This is an optimization exercise on Yosys and OpenROAD, whose aim is small area, a short achievable clock period and few clock cycles per item, not a production implementation. The RTL was checked by simulation tests, not by an equivalence proof against the original design.

<file path="design/flow/run.sh">
#!/bin/bash
# synth_recipe.tcl (not shown) runs the flow's synth.tcl, then flattens the netlist and writes it again
# the make line also repeats each setting of config.mk as NAME=value (left out here)
make -C /OpenROAD-flow-scripts/flow DESIGN_CONFIG=/design/flow/config.mk WORK_HOME=/design/flow/orfs CLKGATE_MAP_FILE= SYNTH_SCRIPT=/design/flow/synth_recipe.tcl finish
</file>
<file path="design/flow/config.mk">
export PLATFORM = sky130hd
export DESIGN_NAME = rational_arith_gcd_reduce_top
export DESIGN_NICKNAME = rational_arith_gcd_reduce_top
export VERILOG_FILES = /design/flow/design.v
export SDC_FILE = /design/flow/constraint.sdc
export NUM_CORES = 4
export LEC_CHECK = 0
export CAP_MARGIN = 20
export CORE_MARGIN = 2
export CORE_UTILIZATION = 40
export PLACE_DENSITY = 0.6
export SLEW_MARGIN = 20
</file>
<file path="design/flow/constraint.sdc">
create_clock -name core_clock -period 9.0 [get_ports {clk}]
set_input_delay 1.8000 -clock core_clock [delete_from_list [all_inputs] [get_ports {clk}]]
set_output_delay 1.8000 -clock core_clock [all_outputs]
set_load 0.01 [all_outputs]
</file>
<file path="design/flow/design.v">
`timescale 1ns / 1ps
package rga_pkg;
  localparam int OPERAND_WIDTH_DEF = 16;
  localparam int RESULT_NUM_W = 32;
  localparam int RESULT_DEN_W = 31;
  typedef logic [1:0] cmd_t;
  localparam cmd_t CMD_ADD = 2'd0;
  localparam cmd_t CMD_SUB = 2'd1;
  localparam cmd_t CMD_MUL = 2'd2;
  localparam cmd_t CMD_DIV = 2'd3;
  localparam logic STATUS_OK       = 1'b0;
  localparam logic STATUS_DIV_ZERO = 1'b1;
endpackage
`timescale 1ns / 1ps
module rational_arith_gcd_reduce_top (
  input  logic               clk,
  input  logic               rst,
  input  logic               operands_valid,
  output logic               operands_ready,
  input  logic [1:0]         operands_command,
  input  logic signed [15:0] operands_left_num,
  input  logic        [14:0] operands_left_den,
  input  logic signed [15:0] operands_right_num,
  input  logic        [14:0] operands_right_den,
  output logic               result_valid,
  input  logic               result_ready,
  output logic signed [31:0] result_result_num,
  output logic        [30:0] result_result_den,
  output logic               result_status
);
  localparam int K = 4;
  typedef enum logic [2:0] {
    S_IDLE, S_MUL0, S_MUL1, S_MUL2, S_GCD, S_OUT
  } state_t;
  state_t state;
  logic   pending;   
  logic [1:0]  cmd;
  logic [15:0] am;
  logic [15:0] cm;
  logic [14:0] bd;
  logic [14:0] dd;
  logic        an;
  logic        cn;
  logic [30:0]        u;
  logic [30:0]        v;
  logic signed [31:0] a0;
  logic [29:0]        a1;
  logic signed [31:0] b0;
  logic [29:0]        b1;
  logic               status;
  logic take;
  assign operands_ready = !pending && (state == S_IDLE || state == S_GCD || state == S_OUT);
  assign take = operands_valid && operands_ready;
  logic        is_mul;
  logic        is_div;
  logic        is_sub;
  logic [15:0] ma;
  logic [15:0] mb;
  logic [30:0] prod;
  assign is_mul = (cmd == 2'd2);
  assign is_div = (cmd == 2'd3);
  assign is_sub = (cmd == 2'd1);
  always_comb begin
    if (state == S_MUL1 && !cmd[1]) begin
      ma = {1'b0, bd};
      mb = cm;
    end else if (state == S_MUL1 || state == S_MUL2) begin
      ma = {1'b0, bd};
      mb = is_div ? cm : {1'b0, dd};
    end else begin
      ma = am;
      mb = is_mul ? cm : {1'b0, dd};
    end
  end
  assign prod = 31'(32'(ma) * 32'(mb));
  logic [31:0] s1;   
  logic [31:0] s2;   
  logic        gt;   
  logic        u_zero;
  logic        v_zero;
  logic        uv_eq;
  assign s1     = {1'b0, u} - {1'b0, v};
  assign s2     = {1'b0, v} - {1'b0, u};
  assign gt     = s2[31];
  assign u_zero = (u == '0);
  assign v_zero = (v == '0);
  assign uv_eq  = (u == v);
  function automatic logic [2:0] tz(input logic [K-1:0] x);
    tz = 3'(K);
    for (int i = K - 1; i >= 0; i--) begin
      if (x[i]) tz = 3'(i);
    end
  endfunction
  logic [2:0] tu;   
  logic [2:0] tv;
  logic [2:0] ts;   
  logic [2:0] tc;
  assign tu = tz(u[K-1:0]);
  assign tv = tz(v[K-1:0]);
  assign ts = tz(s1[K-1:0]);
  assign tc = (tu < tv) ? tu : tv;
  logic        s2sgn;
  logic        same;
  logic [30:0] nmag;
  logic        nneg;
  assign s2sgn = cn ^ is_sub;
  assign same  = (an == s2sgn);
  always_comb begin
    if (same) begin
      nmag = 31'(a0 + b0);
      nneg = an;
    end else if (gt) begin
      nmag = s1[30:0];
      nneg = an;
    end else begin
      nmag = s2[30:0];
      nneg = s2sgn;
    end
  end
  always_ff @(posedge clk) begin
    if (rst) begin
      state   <= S_IDLE;
      pending <= 1'b0;
    end else begin
      if (take) begin
        cmd <= operands_command;
        am  <= operands_left_num[15] ? 16'(-operands_left_num) : 16'(operands_left_num);
        cm  <= operands_right_num[15] ? 16'(-operands_right_num) : 16'(operands_right_num);
        an  <= operands_left_num[15];
        cn  <= operands_right_num[15];
        bd  <= operands_left_den;
        dd  <= operands_right_den;
      end
      unique case (state)
        S_IDLE: begin
          if (take) state <= S_MUL0;
        end
        S_MUL0: begin
          u     <= prod;
          b0    <= 32'(prod);
          state <= S_MUL1;
        end
        S_MUL1: begin
          if (!cmd[1]) begin
            v     <= prod;
            a0    <= 32'(prod);
            state <= S_MUL2;
          end else begin
            v     <= prod;
            a0    <= (an ^ cn) ? -32'sd1 : 32'sd1;
            a1    <= '0;
            b0    <= '0;
            b1    <= 30'd1;
            state <= S_GCD;
          end
        end
        S_MUL2: begin
          u     <= nmag;
          v     <= prod;
          a0    <= nneg ? -32'sd1 : 32'sd1;
          a1    <= '0;
          b0    <= '0;
          b1    <= 30'd1;
          state <= S_GCD;
        end
        S_GCD: begin
          if (u_zero || v_zero) begin
            a0     <= '0;
            a1     <= 30'd1;
            status <= v_zero;
            state  <= S_OUT;
          end else if (uv_eq) begin
            a0     <= a0 + b0;
            a1     <= a1 + b1;
            status <= 1'b0;
            state  <= S_OUT;
          end else if (!u[0] && !v[0]) begin
            u <= u >> tc;
            v <= v >> tc;
          end else if (!u[0] || !v[0]) begin
            u  <= u >> tu;
            v  <= v >> tv;
            a0 <= a0 <<< tu;
            a1 <= a1 << tu;
            b0 <= b0 <<< tv;
            b1 <= b1 << tv;
          end else begin
            a0 <= a0 + b0;
            a1 <= a1 + b1;
            if (gt) begin
              u  <= v;
              v  <= 31'(s1 >> ts);
              b0 <= a0 <<< ts;
              b1 <= a1 << ts;
            end else begin
              v  <= 31'(s2 >> ts);
              b0 <= b0 <<< ts;
              b1 <= b1 << ts;
            end
          end
        end
        S_OUT: begin
          u  <= prod;
          b0 <= 32'(prod);
          if (take) pending <= 1'b1;
          if (result_ready) begin
            if (pending) begin
              pending <= 1'b0;
              state   <= S_MUL1;
            end else if (take) begin
              pending <= 1'b0;
              state   <= S_MUL0;
            end else begin
              state <= S_IDLE;
            end
          end
        end
        default: begin
          state <= S_IDLE;
        end
      endcase
      if (state == S_GCD && take) pending <= 1'b1;
    end
  end
  assign result_valid      = (state == S_OUT);
  assign result_result_num = a0;
  assign result_result_den = {1'b0, a1};
  assign result_status     = status;
endmodule
</file>
==> results.txt <==
==> flip-flops by register name (all words and copies together), names as in the netlist, 2 cells and up <==
register / flops
a0: 32
b0: 32
u: 31
v: 31
a1: 30
b1: 30
am: 16
cm: 16
bd: 15
dd: 15
state: 3
cmd: 2
==> through the flow <==
| stage | cells | utilization |
|---|---|---|
| finish | 6386 | 0.440 |
| CTS | 6383 | 0.439 |
| global placement | 6323 | 0.429 |
| detailed placement | 6323 | 0.429 |
| global route | 6384 | 0.440 |
| floorplan | 5134 | - |
==> layer usage <==
| layer | vias to the layer above | global-route usage |
|---|---|---|
| li1 | 18065 | - |
| met1 | 19679 | 0.491 |
| met2 | 2832 | 0.481 |
| met3 | 432 | 0.0964 |
| met4 | 10 | 0.138 |
| met5 | - | 0.00142 |
==> final timing paths <==
check,endpoint,slack [ps],cells past startpoint
worst max register to register,u[22]$_DFFE_PP_,570,30
worst min-delay path,pending$_SDFFE_PP0P_,480,2
worst max-delay path,u[22]$_DFFE_PP_,570,30
worst min register to register,pending$_SDFFE_PP0P_,480,2
==> layout make-up <==
class / count / area, µm²
Antenna cell: 2 / 5.00
Clock buffer: 42 / 902
Clock inverter: 18 / 133
Fill cell: 9990 / 55100
Inverter: 349 / 1310
Multi-Input combinational cell: 4187 / 29300
Sequential cell: 257 / 7680
Tap cell: 1287 / 1610
Timing Repair Buffer: 244 / 2230
==> worst max-delay path: cells and delay by family, from the launching register on <==
kind                       cells  cell delay [ps]
adders and majority gates      7             3400
buffers and inverters          8             1220
AOI/OAI and AO/OA              7             1180
and+or+nand+nor                6             1160
xor gates and xnor gates       1              700
DFF                            1              330
muxes                          1              240
==> logic make-up after synthesis <==
| logic type | share of synthesized area |
|---|---|
| AOI/OAI and AO/OA | 0.206 |
| xor gates and xnor gates | 0.0327 |
| adders and majority gates | 0.172 |
| buffers and inverters | 0.0719 |
| muxes | 0.121 |
| DFF | 0.194 |
| and+or+nand+nor | 0.203 |
| other | 0.0000948 |
==> placed cells by master (no fill, tap or decap), types with 57 or more instances in the layout <==
| cell | count |
|---|---|
| a211oi_1 | 83 |
| a21o_1 | 63 |
| a21oi_1 | 412 |
| buf_4 | 107 |
| clkdlybuf4s50_1 | 132 |
| edfxtp_1 | 253 |
| fa_1 | 197 |
| ha_1 | 227 |
| inv_1 | 339 |
| mux2i_1 | 423 |
| nand2_1 | 947 |
| nand3_1 | 207 |
| nor2_1 | 433 |
| nor3_1 | 64 |
| o211ai_1 | 57 |
| o21ai_0 | 238 |
| xnor2_1 | 103 |
==> synthesized netlist by cell type, types with 34 or more instances <==
cell type	n	area, µm²
ha_1	229	2870
a211oi_1	83	623
mux2i_1	423	4230
and3_1	37	231
nor3_1	69	345
xnor2_1	104	911
buf_2	58	290
a21oi_1	414	2070
o221ai_1	40	350
fa_1	197	3940
o21ai_0	238	1190
nand2_1	953	3580
xor2_1	42	368
nand3_1	208	1040
mux2_2	41	462
edfxtp_1	253	7600
inv_1	341	1280
nor2_1	442	1660
buf_1	45	169
o211ai_1	57	428
a31oi_1	45	282
clkbuf_1	212	796
a21o_1	63	473
o22ai_1	34	213
==> flow_summary_export.csv <==
group,metric,value,unit
outcome,outcome,"complete, no violations",
setup_path,arrival,8830,ps
cts,path_clk_slew,60,ps
route,vias,41018,
cts,clk_latency,600,ps
setup_path,worst-setup-path-type,"reg2reg",
setup_path,crit_fanout,28,
cts,root_buffer,"clkbuf_16",
setup_path,cp_slowest_stage_delay,700,ps
cts,clock_sinks,257,
cts,cts_setup_buffers,0,
route,wl_per_cell,28.3,µm
sta,skew,47.7,ps
place,place_worst_setup_slack,639,ps
global_route,grt_pass1_wl,262,mm
sta,maxSlewHeadroom,0.0499,
die,num_rows,115,
place,gp_congestion,1.00,
route,wl_met2,72.0,mm
place,dp_hpwl,136,mm
synth,synth_area,39600,µm²
sta,max_freq,119,MHz
sta,timing.final.ws_setup,567,ps
place,place.port_buffers,132,
sta,finalCritPeriodShare,0.937,
die,dieHeight,319,µm
layout,design_area,43200,µm²
route,drc,0,
route,top_layer,"met5",
setup_path,end_kind,"register",
layout,layout-drive-gt1-share,0.0569,
sta,slew_viol_final,0,
cts,cts_made_buffers,34,
global_route,overflow,0,
synth,ys.flop_type,"edfxtp_1",
global_route,grt.total_usage,0.343,
die,die-area,101000,µm²
setup_path,crit_start,"state[2]$_SDFFE_PP0P_",
synth,syn-instance-count,5134,
synth,synth_cell_types,105,
synth,synth_seq_cells,257,
route,wirelength_met1,75.5,mm
synth,synth_edf_count,253,
synth,seq_area_frac_synth,0.194,
worst_hold_path,hold_path.class,"reg2reg",
setup_path,startpoint_type,"register",
cts,cts_tree,"yes",
global_route,grt_max_degree,148,
sta,period_needed,8430,ps
die,initial_core_util,0.403,
route,drtAntennaViolNets,0,
route,wl_met3,24.4,mm
cts,ctsResizeCount,0,
die,pin_count,134,
synth,syn_nets,5628,
global_route,first_global_vias,38309,
cts,cts_hold_buffers,0,
synth,syn_area_per_cell,7.71,µm²
cts,cts_max_level,2,
sta,tns,0,ps
setup_path,cp_common_cell,"fa_1",
route,drt_first_pass_iters,8,
sta,rsz0062_at_grt,"no",
setup_path,crit_path_top_delay_cell,"xnor2_1",
sta,setup_viol,0,
sta,whs,482,ps
sta,max_slew.worst_pin.slew,1420,ps
die,core,98300,µm²
job,cap_violations,0,
layout,area_growth,9.16,%
place,placed_area,42100,µm²
route,vias_per_cell,6.42,
sta,hold_viol,0,
route,wl,180,mm
layout,finalNetCount,5567,
die,die_width,319,µm
worst_hold_path,holdCritStartpoint,"pending$_SDFFE_PP0P_",
setup_path,cp.required,9400,ps
synth,async_reset_ff_frac,0,
setup_path,rr_startpoint,"state[2]$_SDFFE_PP0P_",
synth,yosysWarnings,1,
global_route,antenna_found_initial,9,
route,drtIter0Drc,5760,
cts,clock_path_buffers,3,
Testbench counts, summed over its fixed seeds: cycles 37,425, items 2,400.

[afterwards: timing with drivers on the ports]
The results above use ideal ports. As a check the final layout listed here was re-extracted and re-timed, cells and wires unchanged. Step 1: set_driving_cell puts a clkbuf_16 on clk and a buf_2 on each other input, an assumption about the parent block. Step 2, shift: input delay + t, output delay - t, t = (earliest + latest rising clock arrival at the registers) / 2. This alone moves slack from input paths to output paths. Slacks: ideal / step 1 / step 2; pairs: ideal / step 1.
shift t [ns]: 0.650
slack for setup (ns): 0.567 / 0.567 / 0.567
worst setup path at the end: register to register
clock arrival spread, ns: 0.047 / 0.048
worst register clock-pin slew, ns: 0.07 / 0.07
After both steps setup and hold are still met in this run. The setup slack of this run moves by 0.000 ns with the drivers and by 0.000 ns with both steps.
